What follows belongs to an exercise in optimizing a design on an open flow for small area, a short achievable clock period and few clock cycles per item; a production flow would make more cautious choices. Only simulation tests tie the RTL to the original design; equivalence was not proved.

==> inputs of 11-17 <==
==> flow/design.v <==
`default_nettype none
package strs_pkg;
	localparam int ValueW  = 32;
	localparam int TimeW   = 32;
	localparam int CfgIdxW = 2;
	localparam int CfgW    = 32;
	typedef enum logic {
		CMD_SAMPLE = 1'b0,
		CMD_TICK   = 1'b1
	} cmd_t;
	localparam logic [CfgIdxW-1:0] CFG_REPORT_MIN = 2'd0;
	localparam logic [CfgIdxW-1:0] CFG_REPORT_MAX = 2'd1;
	localparam logic [CfgIdxW-1:0] CFG_ON_CHANGE  = 2'd2;
	localparam int CodeMinBit = 0;
	localparam int CodeMaxBit = 1;
	typedef struct packed {
		logic                     command;
		logic signed [ValueW-1:0] sample_value;
		logic                     sample_valid;
	} item_t;
	typedef struct packed {
		logic                     value_changed;
		logic [1:0]               min_max_code;
		logic                     report_due;
		logic signed [ValueW-1:0] current_value;
		logic                     current_valid;
		logic signed [ValueW-1:0] min_value;
		logic signed [ValueW-1:0] max_value;
		logic                     min_max_valid;
	} result_t;
endpackage
`default_nettype wire
`default_nettype none
module sample_tracker_report_scheduler (
	input  wire logic                              clk,
	input  wire logic                              arst_n,
	input  wire logic                              cfg_write,
	input  wire logic [strs_pkg::CfgIdxW-1:0]      cfg_index,
	input  wire logic [strs_pkg::CfgW-1:0]         cfg_data,
	input  wire logic                              item_valid,
	output logic                                   item_ready,
	input  wire logic [33:0]                       item,
	output logic                                   result_valid,
	input  wire logic                              result_ready,
	output logic [101:0]                           result
);
	logic [strs_pkg::TimeW-1:0] report_min_q;
	logic [strs_pkg::TimeW-1:0] report_max_q;
	logic                       on_change_q;
	logic [strs_pkg::TimeW-1:0]          elapsed_q;   
	logic signed [strs_pkg::ValueW-1:0]  value_q;
	logic                                valid_q;
	logic                                pending_q;
	logic signed [strs_pkg::ValueW-1:0]  min_q;
	logic signed [strs_pkg::ValueW-1:0]  max_q;
	logic                                ext_valid_q;
	logic res_valid_q;
	logic changed_q;
	logic new_min_q;
	logic new_max_q;
	logic due_q;
	logic                               is_tick;
	logic signed [strs_pkg::ValueW-1:0] in_value;
	logic                               in_ok;
	logic                               accept;
	logic                               take_sample;
	logic                               take_tick;
	logic                               same;
	logic                               new_min;
	logic                               new_max;
	logic                               gt_min;
	logic                               gt_max;
	logic                               wrap;
	logic                               due;
	assign is_tick  = item[33];
	assign in_value = item[32:1];
	assign in_ok    = item[0];
	assign item_ready   = !res_valid_q || result_ready;
	assign accept       = item_valid && item_ready;
	assign take_sample  = accept && !is_tick;
	assign take_tick    = accept && is_tick;
	assign result_valid = res_valid_q;
	assign result = {changed_q, new_max_q, new_min_q, due_q,
	                 value_q, valid_q, min_q, max_q, ext_valid_q};
	assign same    = in_ok && valid_q && (in_value == value_q);
	assign new_max = in_ok && (!ext_valid_q || (max_q < in_value));
	assign new_min = in_ok && (!ext_valid_q || (in_value < min_q));
	assign wrap   = &elapsed_q;
	assign gt_min = !wrap && (elapsed_q >= report_min_q);
	assign gt_max = !wrap && (elapsed_q >= report_max_q);
	assign due    = (report_min_q != '0) &&
		(on_change_q ? ((pending_q && gt_min) || gt_max) : gt_min);
	always_ff @(posedge clk or negedge arst_n) begin
		if (!arst_n) begin
			report_min_q <= '0;
			report_max_q <= '0;
			on_change_q  <= 1'b0;
		end else if (cfg_write) begin
			unique case (cfg_index)
				strs_pkg::CFG_REPORT_MIN: report_min_q <= cfg_data;
				strs_pkg::CFG_REPORT_MAX: report_max_q <= cfg_data;
				strs_pkg::CFG_ON_CHANGE:  on_change_q  <= cfg_data[0];
				default: ;    
			endcase
		end
	end
	always_ff @(posedge clk or negedge arst_n) begin
		if (!arst_n) begin
			res_valid_q <= 1'b0;
		end else if (accept) begin
			res_valid_q <= 1'b1;
		end else if (result_ready) begin
			res_valid_q <= 1'b0;
		end
	end
	always_ff @(posedge clk or negedge arst_n) begin
		if (!arst_n) begin
			changed_q <= 1'b0;
			new_min_q <= 1'b0;
			new_max_q <= 1'b0;
			due_q     <= 1'b0;
		end else if (accept) begin
			changed_q <= !is_tick && !same;
			new_min_q <= !is_tick && new_min;
			new_max_q <= !is_tick && new_max;
			due_q     <= is_tick && due;
		end
	end
	always_ff @(posedge clk or negedge arst_n) begin
		if (!arst_n) begin
			value_q     <= '0;
			valid_q     <= 1'b0;
			min_q       <= '0;
			max_q       <= '0;
			ext_valid_q <= 1'b0;
		end else if (take_sample) begin
			value_q <= in_ok ? in_value : '0;
			valid_q <= in_ok;
			if (new_min) begin
				min_q <= in_value;
			end
			if (new_max) begin
				max_q <= in_value;
			end
			if (in_ok) begin
				ext_valid_q <= 1'b1;
			end
		end
	end
	always_ff @(posedge clk or negedge arst_n) begin
		if (!arst_n) begin
			elapsed_q <= '0;
			pending_q <= 1'b0;
		end else if (take_sample) begin
			if (!same) begin
				pending_q <= 1'b1;
			end
		end else if (take_tick) begin
			if (due) begin
				elapsed_q <= '0;
				pending_q <= 1'b0;
			end else begin
				elapsed_q <= elapsed_q + 32'd1;
			end
		end
	end
endmodule
`default_nettype wire
==> flow/run.sh <==
#!/bin/bash
# synth_recipe.tcl (not shown) runs the flow's synth.tcl, then flattens the netlist and writes it again
# the make line also repeats each setting of config.mk as NAME=value (left out here)
make -C /OpenROAD-flow-scripts/flow DESIGN_CONFIG=/design/flow/config.mk WORK_HOME=/design/flow/orfs CLKGATE_MAP_FILE= SYNTH_SCRIPT=/design/flow/synth_recipe.tcl finish
==> flow/config.mk <==
export PLATFORM = sky130hd
export DESIGN_NAME = sample_tracker_report_scheduler
export DESIGN_NICKNAME = sample_tracker_report_scheduler
export VERILOG_FILES = /design/flow/design.v
export SDC_FILE = /design/flow/constraint.sdc
export NUM_CORES = 4
export LEC_CHECK = 0
export ABC_CLOCK_PERIOD_IN_PS = 3000
export CAP_MARGIN = 20
export CORE_MARGIN = 2
export CORE_UTILIZATION = 40
export SLEW_MARGIN = 20
==> flow/constraint.sdc <==
create_clock -name core_clock -period 6.5 [get_ports {clk}]
set_input_delay 1.3000 -clock core_clock [delete_from_list [all_inputs] [get_ports {clk}]]
set_output_delay 1.3000 -clock core_clock [all_outputs]
set_load 0.01 [all_outputs]
==> 12-28: changes against 11-17 <==
==> flow/design.v (replaced) <==
`default_nettype none
package strs_pkg;
	localparam int ValueW  = 32;
	localparam int TimeW   = 32;
	localparam int CfgIdxW = 2;
	localparam int CfgW    = 32;
	typedef enum logic {
		CMD_SAMPLE = 1'b0,
		CMD_TICK   = 1'b1
	} cmd_t;
	localparam logic [CfgIdxW-1:0] CFG_REPORT_MIN = 2'd0;
	localparam logic [CfgIdxW-1:0] CFG_REPORT_MAX = 2'd1;
	localparam logic [CfgIdxW-1:0] CFG_ON_CHANGE  = 2'd2;
	localparam int CodeMinBit = 0;
	localparam int CodeMaxBit = 1;
	typedef struct packed {
		logic                     command;
		logic signed [ValueW-1:0] sample_value;
		logic                     sample_valid;
	} item_t;
	typedef struct packed {
		logic                     value_changed;
		logic [1:0]               min_max_code;
		logic                     report_due;
		logic signed [ValueW-1:0] current_value;
		logic                     current_valid;
		logic signed [ValueW-1:0] min_value;
		logic signed [ValueW-1:0] max_value;
		logic                     min_max_valid;
	} result_t;
endpackage
`default_nettype wire
`default_nettype none
module sample_tracker_report_scheduler (
	input  wire logic                              clk,
	input  wire logic                              arst_n,
	input  wire logic                              cfg_write,
	input  wire logic [strs_pkg::CfgIdxW-1:0]      cfg_index,
	input  wire logic [strs_pkg::CfgW-1:0]         cfg_data,
	input  wire logic                              item_valid,
	output logic                                   item_ready,
	input  wire logic [33:0]                       item,
	output logic                                   result_valid,
	input  wire logic                              result_ready,
	output logic [101:0]                           result
);
	logic [strs_pkg::TimeW-1:0] report_min_q;
	logic [strs_pkg::TimeW-1:0] report_max_q;
	logic                       on_change_q;
	logic [strs_pkg::TimeW-1:0]          clock_q;
	logic [strs_pkg::TimeW-1:0]          start_q;
	logic signed [strs_pkg::ValueW-1:0]  value_q;
	logic                                valid_q;
	logic                                pending_q;
	logic signed [strs_pkg::ValueW-1:0]  min_q;
	logic signed [strs_pkg::ValueW-1:0]  max_q;
	logic                                ext_valid_q;
	logic            valid_s1;
	strs_pkg::item_t item_s1;
	logic              res_valid_q;
	strs_pkg::result_t res_q;
	logic advance;
	logic                                same;
	logic signed [strs_pkg::ValueW-1:0]  nxt_value;
	logic                                nxt_valid;
	logic                                nxt_pending;
	logic signed [strs_pkg::ValueW-1:0]  nxt_min;
	logic signed [strs_pkg::ValueW-1:0]  nxt_max;
	logic                                nxt_ext;
	logic                                new_min;
	logic                                new_max;
	logic [strs_pkg::TimeW-1:0]          nxt_clock;
	logic [strs_pkg::TimeW-1:0]          nxt_start;
	logic [strs_pkg::TimeW-1:0]          elapsed;
	logic                                due;
	logic                                changed;
	strs_pkg::result_t                   res_d;
	assign advance      = valid_s1 && (!res_valid_q || result_ready);
	assign item_ready   = !valid_s1 || advance;
	assign result_valid = res_valid_q;
	assign result       = res_q;
	always_comb begin
		same        = 1'b0;
		changed     = 1'b0;
		nxt_value   = value_q;
		nxt_valid   = valid_q;
		nxt_pending = pending_q;
		nxt_min     = min_q;
		nxt_max     = max_q;
		nxt_ext     = ext_valid_q;
		new_min     = 1'b0;
		new_max     = 1'b0;
		nxt_clock   = clock_q;
		nxt_start   = start_q;
		elapsed     = '0;
		due         = 1'b0;
		unique case (item_s1.command)
			strs_pkg::CMD_SAMPLE: begin
				same = item_s1.sample_valid && valid_q &&
					(item_s1.sample_value == value_q);
				if (!same) begin
					changed     = 1'b1;
					nxt_value   = item_s1.sample_valid ? item_s1.sample_value : '0;
					nxt_valid   = item_s1.sample_valid;
					nxt_pending = 1'b1;
				end
				if (nxt_valid) begin
					new_max = !ext_valid_q || (max_q < nxt_value);
					new_min = !ext_valid_q || (nxt_value < min_q);
					if (new_max) begin
						nxt_max = nxt_value;
					end
					if (new_min) begin
						nxt_min = nxt_value;
					end
					nxt_ext = 1'b1;
				end
			end
			strs_pkg::CMD_TICK: begin
				nxt_clock = clock_q + 32'd1;
				elapsed   = nxt_clock - start_q;    
				if (report_min_q != '0) begin
					if (on_change_q) begin
						due = (pending_q && (elapsed > report_min_q)) ||
							(elapsed > report_max_q);
					end else begin
						due = elapsed > report_min_q;
					end
				end
				if (due) begin
					nxt_pending = 1'b0;
					nxt_start   = nxt_clock;
				end
			end
			default: ;
		endcase
		res_d                                   = '0;
		res_d.value_changed                     = changed;
		res_d.min_max_code[strs_pkg::CodeMinBit] = new_min;
		res_d.min_max_code[strs_pkg::CodeMaxBit] = new_max;
		res_d.report_due                        = due;
		res_d.current_value                     = nxt_value;
		res_d.current_valid                     = nxt_valid;
		res_d.min_value                         = nxt_min;
		res_d.max_value                         = nxt_max;
		res_d.min_max_valid                     = nxt_ext;
	end
	always_ff @(posedge clk or negedge arst_n) begin
		if (!arst_n) begin
			report_min_q <= '0;
			report_max_q <= '0;
			on_change_q  <= 1'b0;
		end else if (cfg_write) begin
			unique case (cfg_index)
				strs_pkg::CFG_REPORT_MIN: report_min_q <= cfg_data;
				strs_pkg::CFG_REPORT_MAX: report_max_q <= cfg_data;
				strs_pkg::CFG_ON_CHANGE:  on_change_q  <= cfg_data[0];
				default: ;    
			endcase
		end
	end
	always_ff @(posedge clk or negedge arst_n) begin
		if (!arst_n) begin
			valid_s1    <= 1'b0;
			res_valid_q <= 1'b0;
			clock_q     <= '0;
			start_q     <= '0;
			value_q     <= '0;
			valid_q     <= 1'b0;
			pending_q   <= 1'b0;
			min_q       <= '0;
			max_q       <= '0;
			ext_valid_q <= 1'b0;
		end else begin
			if (item_ready) begin
				valid_s1 <= item_valid;
			end
			if (advance) begin
				res_valid_q <= 1'b1;
			end else if (result_ready) begin
				res_valid_q <= 1'b0;
			end
			if (advance) begin
				clock_q     <= nxt_clock;
				start_q     <= nxt_start;
				value_q     <= nxt_value;
				valid_q     <= nxt_valid;
				pending_q   <= nxt_pending;
				min_q       <= nxt_min;
				max_q       <= nxt_max;
				ext_valid_q <= nxt_ext;
			end
		end
	end
	always_ff @(posedge clk) begin
		if (item_ready && item_valid) begin
			item_s1 <= item;
		end
		if (advance) begin
			res_q <= res_d;
		end
	end
endmodule
`default_nettype wire
- ABC_CLOCK_PERIOD_IN_PS: 3000 -> default
==> 12-13: changes against 11-17 <==
--- a/flow/design.v
+++ b/flow/design.v
@@ -72,6 +72,29 @@
 	logic                               gt_max;
 	logic                               wrap;
 	logic                               due;
+	function automatic logic ult32(input logic [31:0] a, input logic [31:0] b);
+		logic [31:0] l;
+		logic [31:0] g;
+		l = ~a & b;
+		g = a & ~b;
+		for (int w = 16; w >= 1; w = w / 2) begin
+			for (int j = 0; j < w; j++) begin
+				l[j] = l[2*j+1] | (~g[2*j+1] & l[2*j]);
+				g[j] = g[2*j+1] | (~l[2*j+1] & g[2*j]);
+			end
+		end
+		ult32 = l[0];
+	endfunction
+	function automatic logic slt32(input logic [31:0] a, input logic [31:0] b);
+		slt32 = ult32({~a[31], a[30:0]}, {~b[31], b[30:0]});
+	endfunction
+	function automatic logic [31:0] inc32(input logic [31:0] a);
+		logic [31:0] r;
+		for (int i = 0; i < 32; i++) begin
+			r[i] = a[i] ^ (&(a | ~((32'd1 << i) - 32'd1)));
+		end
+		inc32 = r;
+	endfunction
 	assign is_tick  = item[33];
 	assign in_value = item[32:1];
 	assign in_ok    = item[0];
@@ -83,11 +106,11 @@
 	assign result = {changed_q, new_max_q, new_min_q, due_q,
 	                 value_q, valid_q, min_q, max_q, ext_valid_q};
 	assign same    = in_ok && valid_q && (in_value == value_q);
-	assign new_max = in_ok && (!ext_valid_q || (max_q < in_value));
-	assign new_min = in_ok && (!ext_valid_q || (in_value < min_q));
+	assign new_max = in_ok && (!ext_valid_q || slt32(max_q, in_value));
+	assign new_min = in_ok && (!ext_valid_q || slt32(in_value, min_q));
 	assign wrap   = &elapsed_q;
-	assign gt_min = !wrap && (elapsed_q >= report_min_q);
-	assign gt_max = !wrap && (elapsed_q >= report_max_q);
+	assign gt_min = !wrap && !ult32(elapsed_q, report_min_q);
+	assign gt_max = !wrap && !ult32(elapsed_q, report_max_q);
 	assign due    = (report_min_q != '0) &&
 		(on_change_q ? ((pending_q && gt_min) || gt_max) : gt_min);
 	always_ff @(posedge clk or negedge arst_n) begin
@@ -160,7 +183,7 @@
 				elapsed_q <= '0;
 				pending_q <= 1'b0;
 			end else begin
-				elapsed_q <= elapsed_q + 32'd1;
+				elapsed_q <= inc32(elapsed_q);
 			end
 		end
 	end
- ABC_AREA: default -> 1
- ABC_CLOCK_PERIOD_IN_PS: 3000 -> default
- CORE_UTILIZATION: 40 -> 60
- CTS_BUF_LIST: default -> sky130_fd_sc_hd__clkbuf_8
- CTS_CLUSTER_DIAMETER: default -> 150
- CTS_CLUSTER_SIZE: default -> 15
- SETUP_SLACK_MARGIN: default -> 3.8
==> flow_summary.toml <==
[outcome]
status = "no timing/DRC/antenna violations"

[finish]
multi_input_area_share = 0.388
utilization = 0.762

[critical_path]
reg2reg_from = "elapsed_q[0]$_DFFE_PN0P_"
criticalPathCategory = "in2out"
path_cells = "buf_6, inv_4, nand2_4, buf_6"

[timing]
max_clock_freq_mhz = 345
hold-worst-slack_ns = 0.493

[clocking]
clk_pin_slew_ns = 0.09
numCtsBuffers = 17

[drt]
top_layer = "met5"

[logic_synthesis]
async_flop_share = 1.00

[hold_path]
hp-start = "report_max_q[3]$_DFFE_PN0P_"

[floorplanning]
die_h_um = 142
(the above is from 12-13)
==> flow_summary.toml <==
[critical_path]
cp_num_buf_inv = 1
reg2reg_from = "clock_q[1]$_DFFE_PN0P_"
criticalPathCategory = "reg2reg"

[clocking]
numCtsBuffers = 42

[logic_synthesis]
synth_compound_area_frac = 0.0988
async_flop_share = 0.628

[finish]
multi_input_area_share = 0.379
n_antenna_cell = 0
utilization = 0.485

[hold_path]
hp-start = "clock_q[31]$_DFFE_PN0P_"

[floorplanning]
die_h_um = 226

[timing]
timing.setup.tns_ns = 0
max_clock_freq_mhz = 163
hold-worst-slack_ns = 0.482

[pwr]
swShare = 0.383

[drt]
met3_length_um = 1970
top_layer = "met4"

[placement]
routabilityCongestion = 0.859
placed_cell_area_mm2 = 0.0222

[global_route]
grt_overflow_total = 0

[outcome]
status = "no timing/DRC/antenna violations"
(the above is from 12-28)
==> flow_summary.toml <==
[timing]
max_clock_freq_mhz = 239
hold-worst-slack_ns = 0.477
fin_crit_sh = 0.644
hold_viol = 0

[clocking]
numCtsBuffers = 25
clk_pin_slew_ns = 0.06

[floorplanning]
die_h_um = 173
core_area_mm2 = 0.0280

[finish]
buffer_area_frac = 0.128
layout.cells.non_filler = 1727
multi_input_area_share = 0.401
utilization = 0.513

[hold_path]
hp-start = "changed_q$_DFFE_PN0P_"

[pwr]
ir_drop_uv = 202
p_sw_mw = 1.61

[critical_path]
reg2reg_from = "elapsed_q[31]$_DFFE_PN0P_"
path_cells = "clkdlybuf4s50_1, inv_1, ha_1, o21ai_0, o21ai_0, a21oi_1, o21ai_0, a21oi_1, o21ai_4, buf_4, mux2_2"

[logic_synthesis]
async_flop_share = 1.00

[drt]
top_layer = "met4"

[outcome]
status = "no timing/DRC/antenna violations"
(the above is from 11-17)
Testbench counts of 11-17, summed over its fixed seeds: cycles 16,016, items 16,000.
Testbench counts of 12-28, summed over its fixed seeds: cycles 16,032, items 16,000.
Testbench counts of 12-13, summed over its fixed seeds: cycles 16,016, items 16,000.

[afterwards: timing with drivers on the ports]
The flow's constraints put no driver on any port. The routed layouts listed below were extracted and timed again, unchanged, in two steps. Step 1 sets driving cells, clkbuf_16 on the clock port and buf_2 on the other inputs (assumed; they add their load-dependent delay and slew). Step 2 moves the port delays by t, midway between the first and last clock arrival at a register: inputs arrive t later, outputs are due t later. That takes back most of the time a late clock gives input paths. Three values: ideal ports, drivers, drivers and shift; two values: the first two.
run | t, ns | setup WS [ns] | hold slack, ns
11-17 | 0.560 | 2.316 / 2.344 / 1.784 | 0.477 / 0.477 / 0.477
12-28 | 0.629 | 0.356 / 0.356 / 0.356 | 0.482 / 0.482 / 0.482
12-13 | 0.552 | 3.603 / 3.568 / 3.272 | 0.493 / 0.493 / 0.493
After both steps setup and hold are still met in every run listed. The setup slack of 11-17, which loses most, moves by +0.028 ns with the drivers and by -0.532 ns with both steps.
